From an optimization exercise on the open Yosys and OpenROAD flow, aimed at small area, a short achievable clock period and few clock cycles per item; shortcuts taken in it are not production practice.
In this exercise RTL edits were held to simulation tests only and were not proved equivalent to the original.

[flow/design.v]
module permutation_unrank_queen_check_core (
  input  logic        clk,
  input  logic        rst,
  input  logic        cfg_wr_en,
  input  logic [3:0]  cfg_wr_data,
  input  logic        rank_in_valid,
  output logic        rank_in_ready,
  input  logic [15:0] rank_in_perm_rank,
  output logic        result_out_valid,
  input  logic        result_out_ready,
  output logic [23:0] result_out_placement,
  output logic        result_out_is_solution,
  output logic        result_out_rank_out_of_range
);
  localparam int MAX_N      = 8;
  localparam int COL_W      = 3;
  localparam int RANK_W     = 16;
  localparam int SIZE_W     = 4;
  localparam int PLACE_W    = MAX_N * COL_W;
  localparam int NUM_DIV    = MAX_N - 1;
  localparam int BUMP_SPLIT = 4;
  localparam int NUM_STAGES = NUM_DIV + 1 + 2 + 1;
  localparam int LAST  = NUM_STAGES - 1;
  localparam int BUMP0 = NUM_DIV + 1;
  localparam int BUMP1 = NUM_DIV + 2;
  localparam int RW    = RANK_W;
  localparam int PW    = 2 * RW + 1;
  localparam int QW    = RW + 4;
  localparam logic [SIZE_W-1:0] SIZE_RESET = SIZE_W'(MAX_N);
  function automatic logic [SIZE_W-1:0] eff_size(input logic [SIZE_W-1:0] bsz);
    logic [SIZE_W-1:0] n;
    n = bsz;
    if (n < SIZE_W'(1)) n = SIZE_W'(1);
    if (n > SIZE_W'(MAX_N)) n = SIZE_W'(MAX_N);
    eff_size = n;
  endfunction
  function automatic logic [RANK_W:0] fact_of(input logic [SIZE_W-1:0] n);
    logic [RANK_W:0] f;
    case (n)
      SIZE_W'(0): f = (RANK_W+1)'(1);
      SIZE_W'(1): f = (RANK_W+1)'(1);
      SIZE_W'(2): f = (RANK_W+1)'(2);
      SIZE_W'(3): f = (RANK_W+1)'(6);
      SIZE_W'(4): f = (RANK_W+1)'(24);
      SIZE_W'(5): f = (RANK_W+1)'(120);
      SIZE_W'(6): f = (RANK_W+1)'(720);
      SIZE_W'(7): f = (RANK_W+1)'(5040);
      default:    f = (RANK_W+1)'(40320);
    endcase
    fact_of = f;
  endfunction
  function automatic logic [PLACE_W-1:0] bump_span(input logic [PLACE_W-1:0] dig,
                                                   input logic [PLACE_W-1:0] col,
                                                   input logic [SIZE_W-1:0] size,
                                                   input int first, input int last);
    logic [PLACE_W-1:0] res;
    int                 kp;
    res = col;
    for (int k = 0; k < MAX_N; k++) begin
      for (int j = first; j <= last; j++) begin
        kp = k + j;
        if (kp < MAX_N && kp < int'(size)) begin
          if (dig[kp*COL_W +: COL_W] <= res[k*COL_W +: COL_W])
            res[k*COL_W +: COL_W] = res[k*COL_W +: COL_W] + COL_W'(1);
        end
      end
    end
    bump_span = res;
  endfunction
  logic [SIZE_W-1:0]   board_size;
  logic [LAST:0]       vld;
  logic [LAST:0]       rdy;
  logic [RANK_W-1:0]   ds_quot [0:NUM_DIV];
  logic [PLACE_W-1:0]  ds_dig  [0:NUM_DIV];
  logic [SIZE_W-1:0]   ds_size [0:NUM_DIV];
  logic                ds_oor  [0:NUM_DIV];
  logic [PLACE_W-1:0]  bs_dig  [0:1];
  logic [PLACE_W-1:0]  bs_col  [0:1];
  logic [SIZE_W-1:0]   bs_size [0:1];
  logic                bs_oor  [0:1];
  logic [PLACE_W-1:0]  out_place;
  logic                out_sol;
  logic                out_oor;
  logic [SIZE_W-1:0]   in_size;
  logic [PLACE_W-1:0]  bump0_col;
  logic [PLACE_W-1:0]  bump1_col;
  logic [PLACE_W-1:0]  place_next;
  logic                conflict;
  always_ff @(posedge clk) begin
    if (rst) begin
      board_size <= SIZE_RESET;
    end else if (cfg_wr_en) begin
      board_size <= cfg_wr_data;
    end
  end
  always_comb begin
    rdy[LAST] = !vld[LAST] || result_out_ready;
    for (int i = LAST - 1; i >= 0; i--) begin
      rdy[i] = !vld[i] || rdy[i+1];
    end
  end
  assign rank_in_ready = rdy[0];
  always_ff @(posedge clk) begin
    if (rst) begin
      vld <= '0;
    end else begin
      if (rdy[0]) vld[0] <= rank_in_valid;
      for (int i = 1; i <= LAST; i++) begin
        if (rdy[i]) vld[i] <= vld[i-1];
      end
    end
  end
  assign in_size = eff_size(board_size);
  always_ff @(posedge clk) begin
    if (rdy[0] && rank_in_valid) begin
      ds_quot[0] <= rank_in_perm_rank;
      ds_dig[0]  <= '0;
      ds_size[0] <= in_size;
      ds_oor[0]  <= {1'b0, rank_in_perm_rank} >= fact_of(in_size);
    end
  end
  for (genvar k = 1; k <= NUM_DIV; k++) begin : g_div
    localparam int unsigned DIV   = k + 1;
    localparam int unsigned RECIP = (1 << RW) / DIV;
    logic [PW-1:0]      prod;
    logic [RW-1:0]      qhat;
    logic [QW-1:0]      qd;
    logic [QW-1:0]      rem;
    logic               fix;
    logic [PLACE_W-1:0] dig_next;
    always_comb begin
      prod = PW'(ds_quot[k-1]) * PW'(RECIP);
      qhat = prod[2*RW-1:RW];
      qd   = QW'(qhat) * QW'(DIV);
      rem  = QW'(ds_quot[k-1]) - qd;
      fix  = rem >= QW'(DIV);
      dig_next = ds_dig[k-1];
      dig_next[k*COL_W +: COL_W] = fix ? COL_W'(rem - QW'(DIV)) : COL_W'(rem);
    end
    always_ff @(posedge clk) begin
      if (rdy[k] && vld[k-1]) begin
        ds_quot[k] <= fix ? qhat + RW'(1) : qhat;
        ds_dig[k]  <= dig_next;
        ds_size[k] <= ds_size[k-1];
        ds_oor[k]  <= ds_oor[k-1];
      end
    end
  end
  assign bump0_col = bump_span(ds_dig[NUM_DIV], ds_dig[NUM_DIV], ds_size[NUM_DIV],
                               1, BUMP_SPLIT);
  assign bump1_col = bump_span(bs_dig[0], bs_col[0], bs_size[0],
                               BUMP_SPLIT + 1, MAX_N - 1);
  always_ff @(posedge clk) begin
    if (rdy[BUMP0] && vld[BUMP0-1]) begin
      bs_dig[0]  <= ds_dig[NUM_DIV];
      bs_col[0]  <= bump0_col;
      bs_size[0] <= ds_size[NUM_DIV];
      bs_oor[0]  <= ds_oor[NUM_DIV];
    end
    if (rdy[BUMP1] && vld[BUMP1-1]) begin
      bs_dig[1]  <= bs_dig[0];
      bs_col[1]  <= bump1_col;
      bs_size[1] <= bs_size[0];
      bs_oor[1]  <= bs_oor[0];
    end
  end
  always_comb begin
    logic [COL_W-1:0] cj;
    logic [COL_W-1:0] ck;
    logic [COL_W-1:0] diff;
    logic [COL_W-1:0] idx;
    conflict   = 1'b0;
    place_next = '0;
    cj         = '0;
    ck         = '0;
    diff       = '0;
    idx        = '0;
    for (int j = 0; j < MAX_N; j++) begin
      for (int kk = j + 1; kk < MAX_N; kk++) begin
        if (kk < int'(bs_size[1])) begin
          cj   = bs_col[1][j*COL_W +: COL_W];
          ck   = bs_col[1][kk*COL_W +: COL_W];
          diff = (cj > ck) ? cj - ck : ck - cj;
          if (diff == COL_W'(kk - j)) conflict = 1'b1;
        end
      end
    end
    for (int b = 0; b < MAX_N; b++) begin
      if (b < int'(bs_size[1])) begin
        idx = COL_W'(int'(bs_size[1]) - 1 - b);
        place_next[b*COL_W +: COL_W] = bs_col[1][idx*COL_W +: COL_W];
      end
    end
  end
  always_ff @(posedge clk) begin
    if (rdy[LAST] && vld[LAST-1]) begin
      out_place <= bs_oor[1] ? '0 : place_next;
      out_sol   <= !bs_oor[1] && !conflict;
      out_oor   <= bs_oor[1];
    end
  end
  assign result_out_valid             = vld[LAST];
  assign result_out_placement         = out_place;
  assign result_out_is_solution       = out_sol;
  assign result_out_rank_out_of_range = out_oor;
endmodule
[flow/run.sh]
#!/bin/bash
# synth_recipe.tcl (not shown) runs the flow's synth.tcl, then flattens the netlist and writes it again
# the make line also repeats each setting of config.mk as NAME=value (left out here)
make -C /OpenROAD-flow-scripts/flow DESIGN_CONFIG=/design/flow/config.mk WORK_HOME=/design/flow/orfs CLKGATE_MAP_FILE= SYNTH_SCRIPT=/design/flow/synth_recipe.tcl finish
[flow/config.mk]
export PLATFORM = sky130hd
export DESIGN_NAME = permutation_unrank_queen_check_core
export DESIGN_NICKNAME = permutation_unrank_queen_check_core
export VERILOG_FILES = /design/flow/design.v
export SDC_FILE = /design/flow/constraint.sdc
export NUM_CORES = 4
export LEC_CHECK = 0
export CAP_MARGIN = 20
export CORE_MARGIN = 2
export CORE_UTILIZATION = 40
export SLEW_MARGIN = 20
[flow/constraint.sdc]
create_clock -name core_clock -period 10.0 [get_ports {clk}]
set_input_delay 2.0000 -clock core_clock [delete_from_list [all_inputs] [get_ports {clk}]]
set_output_delay 2.0000 -clock core_clock [all_outputs]
set_load 0.01 [all_outputs]
==> impl_metrics.csv <==
group,metric,value,unit
run_status,status,"complete, no violations",
timing,hold_viol_final,0,
final_layout,drive_gt1_share,5.30,%
global_route,overflow,0,
floorplanning,coreArea,88400,um2
logic_synthesis,synth.area.top_cells,"ha_1 26%, edfxtp_1 24%, fa_1 16%",
route,totalWireLength,75700,um
route,drt_pass1_iterations,5,
route,drc,0,
min_path,whs_endpoint,"ds_size[4][1]",
cts,cts_buffers,36,
logic_synthesis,netlist_instances,3362,
setup_path,cp.arrival,9.74,ns
logic_synthesis,synth_cell_types,80,
setup_path,rr_endpoint,"ds_dig[4][14]",
setup_path,path_class,"reg2reg",
floorplanning,start_util,40.4,%
cts,cts-root-buf,"clkbuf_16",
route,vias,24010,
timing,setup_viol,0,
placement,gp_congestion,0.861,
setup_path,worstRegToRegCells,32,
global_route,grt_pass1_vias,24192,
timing,clock_skew,0.0277,ns
timing,fin_crit_sh,94.5,%
cts,cts_tree,"done",
timing,finalCriticalPeriod,9.45,ns
run,cap_violations,0,
timing,setup_slack,0.553,ns
logic_synthesis,synth-adder-area-share,41.9,%
floorplanning,die-area,91600,um2
final_layout,diodes,0,
global_route,grt_max_degree,36,
setup_path,cpPeakStageDelay,0.54,ns
logic_synthesis,synth_compound_area_share,10.1,%
logic_synthesis,synth_mux_area_share,3.77,%
logic_synthesis,synth_area,35700,um2
min_path,hold_class,"reg2reg",
timing,slew_violations,0,
placement,dp_slack,0.0531,ns
setup_path,rr_startpoint,"ds_quot[3][2]",
floorplanning,num_rows,109,
setup_path,end_kind,"flop",
route,drt_iter0_drc,1265,
global_route,antenna_found_initial,0,
setup_path,setup.worst_path.start_class,"flop",
final_layout,fin_nets,4527,
route,post_drt_wl_per_cell,16.2,um
final_layout,instances_no_fill,4672,
logic_synthesis,synth_top_cell_area_share,25.9,%
setup_path,required,10.29,ns
timing,worstMarginPinSlew,0.894,ns
logic_synthesis,synth_most_common_cell,"ha_1",
cts,cts_sinks,303,
timing,grt_setup_unrepaired,"no",
logic_synthesis,synth_flop_cell,"edfxtp_1",
cts,clk-insertion-delay-late,0.55,ns
cts,clockBufferDepth,3,
cts,h-tree-depth,2,
global_route,grt_pass1_wl,126000,um
logic_synthesis,synth_common_cells,"739 x ha_1, 599 x inv_1, 288 x edfxtp_1",
timing,max-slew-margin-rel,40.4,%
timing,timing.fmax,0.106,GHz
logic_synthesis,ys_seq_elements,303,
route,vias_per_cell,5.14,
timing,setup_tns,0,ns
floorplanning,die_x,303,um
placement,port_buffers,52,
final_layout,syn_to_final_growth,10.1,%
logic_synthesis,syn_avg_cell_area,10.6,um2
logic_synthesis,yosys.area_share.simple,7.79,%
setup_path,cp_max_fo,8,
logic_synthesis,synth-edff-count,288,
logic_synthesis,synthArstFlopShare,0,%
logic_synthesis,synth_top_family_by_area,"adder cells",
setup_path,rrSetupSlack,0.55,ns
logic_synthesis,synth_seq_area_share,25.1,%
cts,cts.reportedPaths.clkPinSlew,0.06,ns
floorplanning,io_pins,53,
logic_synthesis,ys_warn_count,9,
logic_synthesis,post-synth-top-area-cell,"ha_1",
global_route,grt.total_usage,16.9,%
route,antenna_left,0,
min_path,hp-start,"ds_size[3][1]",
placement,dp.cells,4600,
min_path,whs_path_depth,0,
setup_path,crit_slowest_cell,"fa_1",
floorplanning,die_h,303,um
placement,hpwl,61700,um
logic_synthesis,synthXorXnorAreaFrac,4.79,%
worst max path at each step:
stage / from / to / slack [ns] / cells after the start
floorplan: ds_quot[1][1] / ds_quot[2][15] / 0.48 / 33
global placement: ds_quot[1][3] / ds_quot[2][15] / 0.21 / 33
detailed placement: ds_quot[1][3] / ds_quot[2][15] / 0.05 / 33
CTS: ds_quot[1][3] / ds_quot[2][15] / 0.04 / 33
global route: ds_quot[1][3] / ds_quot[2][10] / 0.002 / 35
finish: ds_quot[3][2] / ds_dig[4][14] / 0.55 / 32
metrics by stage:
step,hold WS [ns],cell area [um2],util (%)
3_5_place_dp,0.405,37900,42.9
4_1_cts,0.410,39200,44.3
5_1_grt,0.413,39300,44.4
2_1_floorplan,0.400,35700,-
6_report,0.413,39300,44.4
3_3_place_gp,0.401,37900,42.9
layout by cell type (no fill, tap or decap), types with 52 or more instances in the layout:
cell type / Yosys / layout
edfxtp_1: 288 / 288
a21oi_1: 165 / 162
nand3_1: 63 / 63
nor2_1: 131 / 130
mux2i_1: 60 / 60
xor2_1: 71 / 71
nor3_1: 54 / 54
inv_1: 599 / 599
nand2_1: 119 / 119
o21ai_0: 102 / 101
clkdlybuf4s50_1: 0 / 52
a21o_1: 65 / 65
xnor2_1: 124 / 123
fa_1: 284 / 284
ha_1: 739 / 738
state kept, by name (all words and copies together), names as in the netlist:
signal,count
board_size,4
out_place,24
out_oor,1
bs_oor,2
vld,11
bs_size,8
bs_col,48
ds_size,32
out_sol,1
ds_quot,93
ds_oor,8
bs_dig,6
ds_dig,65
critical path, delay by kind of cell (launching register included):
| kind | cells | cell delay [ns] |
|---|---|---|
| and+or+nand+nor | 3 | 0.77 |
| buffers and inverters | 5 | 0.53 |
| AOI/OAI and AO/OA | 12 | 2.86 |
| adders and majority gates | 10 | 4.15 |
| xor gates and xnor gates | 2 | 0.37 |
| DFF | 1 | 0.49 |
cells by family after synthesis:
kind of cell    after synthesis
xor+xnor                    195
compound gates              555
fa+ha+maj                  1023
flops                       303
simple gates                558
buf+inv                     625
mux                         102
other cells                   1
repair_timing:
item                       4_1_cts  5_1_grt
setup buffers                    0        5
hold buffers                     0        0
resized for setup                0        8
setup endpoints to repair        0       42
layout make-up:
class / count / area [um2]
inverter: 599 / 2250
timing repair buffer: 101 / 908
clock inverter: 22 / 239
fill: 8398 / 49100
multi-input combinational: 2438 / 24500
tap: 1165 / 1460
clock buffer: 44 / 973
sequential: 303 / 8950
routing by layer:
layer | vias up | GRT usage, % | wire length (um)
li1 | 11931 | - | -
met1 | 11639 | 23.2 | 35400
met2 | 360 | 29.0 | 36200
met3 | 80 | 2.10 | 2820
met4 | 0 | 3.10 | 1220
met5 | - | 0 | 0
Testbench counts, summed over its fixed seeds: cycles 32,088, items 32,000.

-- separate check: timing with driven ports --
How much do the figures lean on ideal ports? The routed layout below was timed once more, with nothing changed but the port constraints. Step 1 assumes that a clkbuf_16 drives the clock port and a buf_2 every other input. Step 2 adds t to the input delays and takes it off the output delays; t is the mean of the earliest and latest rising clock arrival at the registers after step 1. Input paths then give back, and output paths get back, about the clock's delay inside the block. a / b / c = ideal ports / drivers / drivers and shift; a / b = the first two.
shift t [ns]: 0.601
setup WS [ns]: 0.553 / 0.553 / 0.553
worst setup path at the end: register to register
worst data-port slew with drivers (ns): 0.08
pins driven straight from the clock port: 1
After both steps setup and hold are still met in this run. The setup slack of this run moves by 0.000 ns with the drivers and by 0.000 ns with both steps.
